From an optimization exercise on the open Yosys and OpenROAD flow, aimed at small area and a short achievable clock period; shortcuts taken in it are not production practice.
At most, simulation tests tie the RTL to the original design; equivalence was not proved.

==> inputs of job 5696 <==
// ultrasonic_ctrl_mc
module ultrasonic_ctrl_mc #(
  parameter int NCH       = 4,
  parameter int CH_W      = 2,
  parameter int DAC_W     = 12,
  parameter int DATA_W    = 25,
  parameter int DEPTH     = 128,
  parameter int ADDR_W    = 7,
  parameter int RING_MODE = 1
) (
  input  logic                   clk,
  input  logic                   rst_n,
  input  logic                   cmd_valid,
  output logic                   cmd_ready,
  input  logic [2:0]             cmd_op,
  input  logic [CH_W-1:0]        cmd_ch,
  input  logic [7:0]             cmd_amount,
  input  logic                   cmd_capture,
  output logic [NCH*DAC_W-1:0]   dac_out,
  output logic [NCH-1:0]         dac_on,
  input  logic                   rec_en,
  input  logic [DATA_W-1:0]      buf_in,
  output logic                   capturing,
  output logic                   cap_done,
  output logic [CH_W-1:0]        cap_ch,
  output logic [ADDR_W:0]        cap_count,
  output logic [ADDR_W-1:0]      cap_start,
  output logic                   overflow,
  input  logic                   rd_en,
  input  logic [ADDR_W-1:0]      rd_add,
  output logic [DATA_W-1:0]      rd_data,
  output logic                   rd_valid
);
==> module ultrasonic_ctrl_mc, before the edit <==
module ultrasonic_ctrl_mc #(
  parameter int NCH       = 4,
  parameter int CH_W      = 2,
  parameter int DAC_W     = 12,
  parameter int DATA_W    = 25,
  parameter int DEPTH     = 128,
  parameter int ADDR_W    = 7,
  parameter int RING_MODE = 1
) (
  input  logic                   clk,
  input  logic                   rst_n,
  input  logic                   cmd_valid,
  output logic                   cmd_ready,
  input  logic [2:0]             cmd_op,
  input  logic [CH_W-1:0]        cmd_ch,
  input  logic [7:0]             cmd_amount,
  input  logic                   cmd_capture,
  output logic [NCH*DAC_W-1:0]   dac_out,
  output logic [NCH-1:0]         dac_on,
  input  logic                   rec_en,
  input  logic [DATA_W-1:0]      buf_in,
  output logic                   capturing,
  output logic                   cap_done,
  output logic [CH_W-1:0]        cap_ch,
  output logic [ADDR_W:0]        cap_count,
  output logic [ADDR_W-1:0]      cap_start,
  output logic                   overflow,
  input  logic                   rd_en,
  input  logic [ADDR_W-1:0]      rd_add,
  output logic [DATA_W-1:0]      rd_data,
  output logic                   rd_valid
);
  localparam logic [2:0] OP_ON   = 3'd1;
  localparam logic [2:0] OP_OFF  = 3'd2;
  localparam logic [2:0] OP_INC  = 3'd3;
  localparam logic [2:0] OP_DEC  = 3'd4;
  localparam logic [2:0] OP_SET  = 3'd5;
  localparam logic [2:0] OP_STOP = 3'd6;
  logic                start, stop, wr;
  logic [DAC_W-1:0]    amt_ext;
  assign cmd_ready = 1'b1;
  assign start     = cmd_valid & cmd_capture;
  assign stop      = cmd_valid & (cmd_op == OP_STOP);
  assign wr        = capturing & rec_en & ~start;
  assign amt_ext   = DAC_W'(cmd_amount);
  logic [DAC_W-1:0] level [NCH];
  for (genvar i = 0; i < NCH; i++) begin : g_ch
    logic [DAC_W:0]   sum, diff;
    logic [DAC_W-1:0] lvl_d;
    logic             on_d, hit;
    assign hit  = cmd_valid & (cmd_ch == CH_W'(i));
    assign sum  = {1'b0, level[i]} + {1'b0, amt_ext};
    assign diff = {1'b0, level[i]} - {1'b0, amt_ext};
    always_comb begin
      lvl_d = level[i];
      on_d  = dac_on[i];
      if (hit) begin
        case (cmd_op)
          OP_ON:  on_d  = 1'b1;
          OP_OFF: on_d  = 1'b0;
          OP_INC: lvl_d = sum[DAC_W]  ? '1 : sum[DAC_W-1:0];
          OP_DEC: lvl_d = diff[DAC_W] ? '0 : diff[DAC_W-1:0];
          OP_SET: lvl_d = amt_ext;
          default: ;
        endcase
      end
    end
    always_ff @(posedge clk or negedge rst_n) begin
      if (!rst_n) begin
        level[i]                   <= '0;
        dac_on[i]                  <= 1'b0;
        dac_out[i*DAC_W +: DAC_W]  <= '0;
      end else begin
        level[i]                   <= lvl_d;
        dac_on[i]                  <= on_d;
        dac_out[i*DAC_W +: DAC_W]  <= on_d ? lvl_d : '0;
      end
    end
  end
  logic [ADDR_W-1:0] wr_ptr, wr_ptr_inc;
  assign wr_ptr     = cap_count[ADDR_W-1:0] | cap_start;
  assign wr_ptr_inc = wr_ptr + 1'b1;
  always_ff @(posedge clk or negedge rst_n) begin
    if (!rst_n) begin
      capturing <= 1'b0;
      cap_done  <= 1'b0;
      cap_ch    <= '0;
      cap_count <= '0;
      cap_start <= '0;
      overflow  <= 1'b0;
    end else begin
      if (start) begin
        capturing <= 1'b1;
        cap_done  <= 1'b0;
      end else if (capturing && stop) begin
        capturing <= 1'b0;
        cap_done  <= 1'b1;
      end
      if (start) begin
        cap_ch    <= cmd_ch;
        cap_count <= '0;
        cap_start <= '0;
        overflow  <= 1'b0;
      end else if (wr) begin
        if (!cap_count[ADDR_W]) begin
          cap_count <= cap_count + 1'b1;
        end else begin
          overflow  <= 1'b1;
          cap_start <= wr_ptr_inc;
        end
      end
    end
  end
  logic [ADDR_W-1:0] hold_ptr;
  always_ff @(posedge clk or negedge rst_n) begin
    if (!rst_n)     hold_ptr <= '0;
    else if (start) hold_ptr <= '0;
    else if (wr)    hold_ptr <= hold_ptr + 1'b1;
  end
  logic [DATA_W-1:0] mem [DEPTH];
  logic [DEPTH-1:0]  row_we, row_hold, row_rd;
  for (genvar r = 0; r < DEPTH; r++) begin : g_row
    logic [DATA_W-1:0] q;
    assign row_we[r]   = wr & (wr_ptr == ADDR_W'(r));
    assign row_hold[r] = ~(wr & (hold_ptr == ADDR_W'(r)));
    assign row_rd[r]   = (rd_add == ADDR_W'(r));
    always_ff @(posedge clk)
      q <= ({DATA_W{row_we[r]}} & buf_in) | ({DATA_W{row_hold[r]}} & q);
    assign mem[r] = q;
  end
  logic [DATA_W-1:0] rd_mux;
  always_comb begin
    rd_mux = '0;
    for (int r = 0; r < DEPTH; r++)
      rd_mux = rd_mux | ({DATA_W{row_rd[r]}} & mem[r]);
  end
  always_ff @(posedge clk or negedge rst_n) begin
    if (!rst_n) begin
      rd_data  <= '0;
      rd_valid <= 1'b0;
    end else begin
      rd_valid <= rd_en;
      if (rd_en) rd_data <= rd_mux;
    end
  end
endmodule
Settings: LEC_CHECK=0, CAP_MARGIN=20, CORE_MARGIN=2, CORE_UTILIZATION=55, CTS_CLUSTER_DIAMETER=80, CTS_CLUSTER_SIZE=30, PLACE_DENSITY=0.65, SETUP_SLACK_MARGIN=2.3, SLEW_MARGIN=20; clock period 5.0 ns.
run.sh (not shown) runs the stock make flow with config.mk's settings and CLKGATE_MAP_FILE= SYNTH_SCRIPT=/design/flow/synth_recipe.tcl, a recipe that flattens the netlist after the stock synthesis.
==> inputs of job 1072, as changes to job 5696 <==
==> flow/design.v (replaced) <==
module ultrasonic_ctrl_mc #(
  parameter int NCH       = 4,
  parameter int CH_W      = 2,
  parameter int DAC_W     = 12,
  parameter int DATA_W    = 25,
  parameter int DEPTH     = 128,
  parameter int ADDR_W    = 7,
  parameter int RING_MODE = 1
) (
  input  logic                   clk,
  input  logic                   rst_n,
  input  logic                   cmd_valid,
  output logic                   cmd_ready,
  input  logic [2:0]             cmd_op,
  input  logic [CH_W-1:0]        cmd_ch,
  input  logic [7:0]             cmd_amount,
  input  logic                   cmd_capture,
  output logic [NCH*DAC_W-1:0]   dac_out,
  output logic [NCH-1:0]         dac_on,
  input  logic                   rec_en,
  input  logic [DATA_W-1:0]      buf_in,
  output logic                   capturing,
  output logic                   cap_done,
  output logic [CH_W-1:0]        cap_ch,
  output logic [ADDR_W:0]        cap_count,
  output logic [ADDR_W-1:0]      cap_start,
  output logic                   overflow,
  input  logic                   rd_en,
  input  logic [ADDR_W-1:0]      rd_add,
  output logic [DATA_W-1:0]      rd_data,
  output logic                   rd_valid
);
  localparam logic [2:0] OP_ON   = 3'd1;
  localparam logic [2:0] OP_OFF  = 3'd2;
  localparam logic [2:0] OP_INC  = 3'd3;
  localparam logic [2:0] OP_DEC  = 3'd4;
  localparam logic [2:0] OP_SET  = 3'd5;
  localparam logic [2:0] OP_STOP = 3'd6;
  logic                start, stop, wr;
  logic                cap_on;      
  logic [DAC_W-1:0]    amt_ext;
  assign cmd_ready = 1'b1;
  assign start     = cmd_valid & cmd_capture;
  assign stop      = cmd_valid & (cmd_op == OP_STOP);
  assign wr        = cap_on & rec_en & ~start;
  assign amt_ext   = DAC_W'(cmd_amount);
  logic [DAC_W-1:0] level [NCH];
  for (genvar i = 0; i < NCH; i++) begin : g_ch
    logic [7:0]       lo, s_lo, d_lo;
    logic [3:0]       hi, hi_inc, hi_dec;
    logic             c8, b8, inc_sat, dec_sat;
    logic [DAC_W-1:0] inc_res, dec_res, lvl_d;
    logic             on_d, hit, ld_inc, ld_dec, ld_set, keep;
    assign lo      = level[i][7:0];
    assign hi      = level[i][DAC_W-1:8];
    assign hi_inc  = hi + 1'b1;
    assign hi_dec  = hi - 1'b1;
    assign {c8, s_lo} = {1'b0, lo} + {1'b0, cmd_amount};
    assign {b8, d_lo} = {1'b0, lo} - {1'b0, cmd_amount};
    assign inc_sat = (&hi) & c8;
    assign dec_sat = ~(|hi) & b8;
    assign inc_res = inc_sat ? '1 : {c8 ? hi_inc : hi, s_lo};
    assign dec_res = dec_sat ? '0 : {b8 ? hi_dec : hi, d_lo};
    assign hit     = cmd_valid & (cmd_ch == CH_W'(i));
    assign ld_inc  = hit & (cmd_op == OP_INC);
    assign ld_dec  = hit & (cmd_op == OP_DEC);
    assign ld_set  = hit & (cmd_op == OP_SET);
    assign keep    = ~(ld_inc | ld_dec | ld_set);
    assign lvl_d   = ({DAC_W{ld_inc}} & inc_res) | ({DAC_W{ld_dec}} & dec_res)
                   | ({DAC_W{ld_set}} & amt_ext) | ({DAC_W{keep}} & level[i]);
    assign on_d    = hit ? ((cmd_op == OP_ON) | (dac_on[i] & (cmd_op != OP_OFF))) : dac_on[i];
    always_ff @(posedge clk or negedge rst_n) begin
      if (!rst_n) begin
        level[i]  <= '0;
        dac_on[i] <= 1'b0;
      end else begin
        level[i]  <= lvl_d;
        dac_on[i] <= on_d;
      end
    end
    assign dac_out[i*DAC_W +: DAC_W] = dac_on[i] ? level[i] : '0;
  end
  localparam int HI_N = DEPTH / 8;
  logic [7:0]      wp_lo;
  logic [HI_N-1:0] wp_hi;
  always_ff @(posedge clk or negedge rst_n) begin
    if (!rst_n) begin
      capturing <= 1'b0;
      cap_on    <= 1'b0;
      cap_done  <= 1'b0;
      cap_ch    <= '0;
      cap_count <= '0;
      cap_start <= '0;
      overflow  <= 1'b0;
      wp_lo     <= 8'd1;
      wp_hi     <= HI_N'(1);
    end else begin
      if (start) begin
        capturing <= 1'b1;
        cap_on    <= 1'b1;
        cap_done  <= 1'b0;
      end else if (cap_on && (stop || (RING_MODE == 0 && wr &&
                                        cap_count == (ADDR_W+1)'(DEPTH - 1)))) begin
        capturing <= 1'b0;
        cap_on    <= 1'b0;
        cap_done  <= 1'b1;
      end
      if (start) begin
        cap_ch    <= cmd_ch;
        cap_count <= '0;
        cap_start <= '0;
        overflow  <= 1'b0;
        wp_lo     <= 8'd1;
        wp_hi     <= HI_N'(1);
      end else if (wr) begin
        wp_lo <= {wp_lo[6:0], wp_lo[7]};
        if (wp_lo[7]) wp_hi <= {wp_hi[HI_N-2:0], wp_hi[HI_N-1]};
        if (!cap_count[ADDR_W]) begin
          cap_count <= cap_count + 1'b1;
        end else begin
          overflow  <= 1'b1;
          cap_start <= cap_start + 1'b1;
        end
      end
    end
  end
  logic [DATA_W-1:0] mem [DEPTH];
  for (genvar r = 0; r < DEPTH; r++) begin : g_row
    logic [DATA_W-1:0] q;
    logic              we;
    assign we = wr & wp_lo[r % 8] & wp_hi[r / 8];
    always_ff @(posedge clk)
      if (we) q <= buf_in;
    assign mem[r] = q;
  end
  logic [DATA_W-1:0] rd_mux;
  for (genvar l = 0; l <= ADDR_W; l++) begin : g_lvl
    logic [DATA_W-1:0] n [DEPTH >> l];
    for (genvar k = 0; k < (DEPTH >> l); k++) begin : g_n
      if (l == 0) begin : g_leaf
        assign n[k] = mem[k];
      end else begin : g_mux
        assign n[k] = rd_add[l-1] ? g_lvl[l-1].n[2*k+1] : g_lvl[l-1].n[2*k];
      end
    end
  end
  assign rd_mux = g_lvl[ADDR_W].n[0];
  always_ff @(posedge clk or negedge rst_n) begin
    if (!rst_n) begin
      rd_data  <= '0;
      rd_valid <= 1'b0;
    end else begin
      rd_valid <= rd_en;
      if (rd_en) rd_data <= rd_mux;
    end
  end
endmodule
==> flow/flow/run.sh (new file) <==
#!/bin/bash
# Standard ORFS layout (the standard.sh, unchanged synthesis) with two
# changes: the port buffers placed in global placement are plain buf_4 cells,
# and clock tree synthesis builds the tree from clkbuf_8 cells, in sink
# clusters of up to 16 flip-flops within 60 um, without dummy
# loads. The make output goes to orfs_make.log; each ORFS step keeps its own
# log under orfs/logs.
set -euo pipefail
BP="-buffer_cell sky130_fd_sc_hd__buf_4"
CA="-sink_clustering_enable -sink_clustering_size 16 -sink_clustering_max_diameter 60 -repair_clock_nets -dont_use_dummy_load -buf_list sky130_fd_sc_hd__clkbuf_8"
export BUFFER_PORTS_ARGS="$BP"
export CTS_ARGS="$CA"
bash standard.sh "BUFFER_PORTS_ARGS=$BP" "CTS_ARGS=$CA" finish > orfs_make.log 2>&1
==> flow/standard.sh (new file) <==
#!/bin/bash
# synth_recipe.tcl (not shown) runs the flow's synth.tcl, then flattens the netlist and writes it again
# the make line also repeats each setting of config.mk as NAME=value (left out here)
make -C /OpenROAD-flow-scripts/flow DESIGN_CONFIG=/design/flow/config.mk WORK_HOME=/design/flow/orfs CLKGATE_MAP_FILE= SYNTH_SCRIPT=/design/flow/synth_recipe.tcl "${@:-finish}"
--- a/flow/config.mk
+++ b/flow/config.mk
@@ -7,9 +7,6 @@
 export LEC_CHECK = 0
 export CAP_MARGIN = 20
 export CORE_MARGIN = 2
-export CORE_UTILIZATION = 55
-export CTS_CLUSTER_DIAMETER = 80
-export CTS_CLUSTER_SIZE = 30
-export PLACE_DENSITY = 0.65
+export CORE_UTILIZATION = 45
 export SETUP_SLACK_MARGIN = 2.3
 export SLEW_MARGIN = 20
removed: flow/run.sh
==> inputs of job 6067, as changes to job 5696 <==
--- a/flow/design.v
+++ b/flow/design.v
@@ -118,22 +118,27 @@
     else if (wr)    hold_ptr <= hold_ptr + 1'b1;
   end
   logic [DATA_W-1:0] mem [DEPTH];
-  logic [DEPTH-1:0]  row_we, row_hold, row_rd;
+  logic [DEPTH-1:0]  row_we, row_hold;
   for (genvar r = 0; r < DEPTH; r++) begin : g_row
     logic [DATA_W-1:0] q;
     assign row_we[r]   = wr & (wr_ptr == ADDR_W'(r));
     assign row_hold[r] = ~(wr & (hold_ptr == ADDR_W'(r)));
-    assign row_rd[r]   = (rd_add == ADDR_W'(r));
     always_ff @(posedge clk)
       q <= ({DATA_W{row_we[r]}} & buf_in) | ({DATA_W{row_hold[r]}} & q);
     assign mem[r] = q;
   end
   logic [DATA_W-1:0] rd_mux;
-  always_comb begin
-    rd_mux = '0;
-    for (int r = 0; r < DEPTH; r++)
-      rd_mux = rd_mux | ({DATA_W{row_rd[r]}} & mem[r]);
+  for (genvar l = 0; l <= ADDR_W; l++) begin : g_lvl
+    logic [DATA_W-1:0] n [DEPTH >> l];
+    for (genvar k = 0; k < (DEPTH >> l); k++) begin : g_n
+      if (l == 0) begin : g_leaf
+        assign n[k] = mem[k];
+      end else begin : g_mux
+        assign n[k] = rd_add[l-1] ? g_lvl[l-1].n[2*k+1] : g_lvl[l-1].n[2*k];
+      end
+    end
   end
+  assign rd_mux = g_lvl[ADDR_W].n[0];
   always_ff @(posedge clk or negedge rst_n) begin
     if (!rst_n) begin
       rd_data  <= '0;
==> flow/flow/run.sh (new file) <==
#!/bin/bash
# Standard ORFS layout (the standard.sh, unchanged synthesis), except that
# the port buffers placed in global placement are plain buf_4 cells instead of
# the resizer's default pick.
set -euo pipefail
export BUFFER_PORTS_ARGS="-buffer_cell sky130_fd_sc_hd__buf_4"
bash standard.sh "BUFFER_PORTS_ARGS=-buffer_cell sky130_fd_sc_hd__buf_4" finish > orfs_make.log 2>&1
==> flow/standard.sh (new file) <==
#!/bin/bash
# synth_recipe.tcl (not shown) runs the flow's synth.tcl, then flattens the netlist and writes it again
# the make line also repeats each setting of config.mk as NAME=value (left out here)
make -C /OpenROAD-flow-scripts/flow DESIGN_CONFIG=/design/flow/config.mk WORK_HOME=/design/flow/orfs CLKGATE_MAP_FILE= SYNTH_SCRIPT=/design/flow/synth_recipe.tcl "${@:-finish}"
--- a/flow/config.mk
+++ b/flow/config.mk
@@ -7,9 +7,6 @@
 export LEC_CHECK = 0
 export CAP_MARGIN = 20
 export CORE_MARGIN = 2
-export CORE_UTILIZATION = 55
-export CTS_CLUSTER_DIAMETER = 80
-export CTS_CLUSTER_SIZE = 30
-export PLACE_DENSITY = 0.65
-export SETUP_SLACK_MARGIN = 2.3
+export CORE_UTILIZATION = 45
+export SETUP_SLACK_MARGIN = 1.5
 export SLEW_MARGIN = 20
removed: flow/run.sh
==> summary of the runs <==
- Job 6067 finished with timing, DRC and antenna clean. Job 5696 never finished: it broke off in global routing on GRT-0116. Job 1072 produced a clean layout.
- Critical path depth: job 6067 is lower than job 1072 (2).
- Between job 6067 and job 1072, the lower hold slack is in job 6067 (gap 0.17 ns).
- In job 6067 the area after synthesis is larger than in job 1072, by about 1.5%.
- Routed wire length: job 6067 is higher than job 1072 (about 38%).
- Of job 6067 and job 1072, job 1072 has the higher register-to-register slack (gap 0.86 ns).
- Via count: job 1072 is smaller than job 6067 (35%).
- The highest synthesized cell count belongs to job 5696, the lowest to job 1072.
- Of job 1072 and job 6067, job 1072 has the higher worst setup slack (gap 0.69 ns).
- Against job 6067, the count of clock-buffer cells in the layout of job 1072 is lower by 250.
- Utilization: job 6067 is higher than job 1072 (1.6 points).
Only the layout flow was run in job 5696 and job 6067; the RTL was not checked for function there.

-- re-timing with driven ports --
No port has a modelled driver above. Below, the same layouts with a new extraction and two added sets of constraints.
Step 1 (the two cells are an assumption about what drives the block):
set clk [get_ports {clk}]
set_driving_cell -lib_cell sky130_fd_sc_hd__clkbuf_16 $clk
set_driving_cell -lib_cell sky130_fd_sc_hd__buf_2 [delete_from_list [all_inputs] $clk]
Step 2, shift: input delay + t, output delay - t, t = (earliest + latest rising clock arrival at the registers) / 2. This alone moves slack from input paths to output paths.
Three values: no drivers, after step 1, after step 2; two values: the first two.
run	shift t [ns]	setup WS [ns]	worst setup path after step 2	worst slew at a driven data input, ns	cell pins on the clock port's net
job 1072	1.100	2.125 / 1.749 / 0.648	input to register	0.60	1
job 6067	1.032	1.435 / 1.435 / 0.418	input to register	0.21	1
After both steps every run listed still meets setup and hold. For job 1072, which loses most, drivers alone change the setup slack by -0.376 ns; drivers and shift together by -1.477 ns.
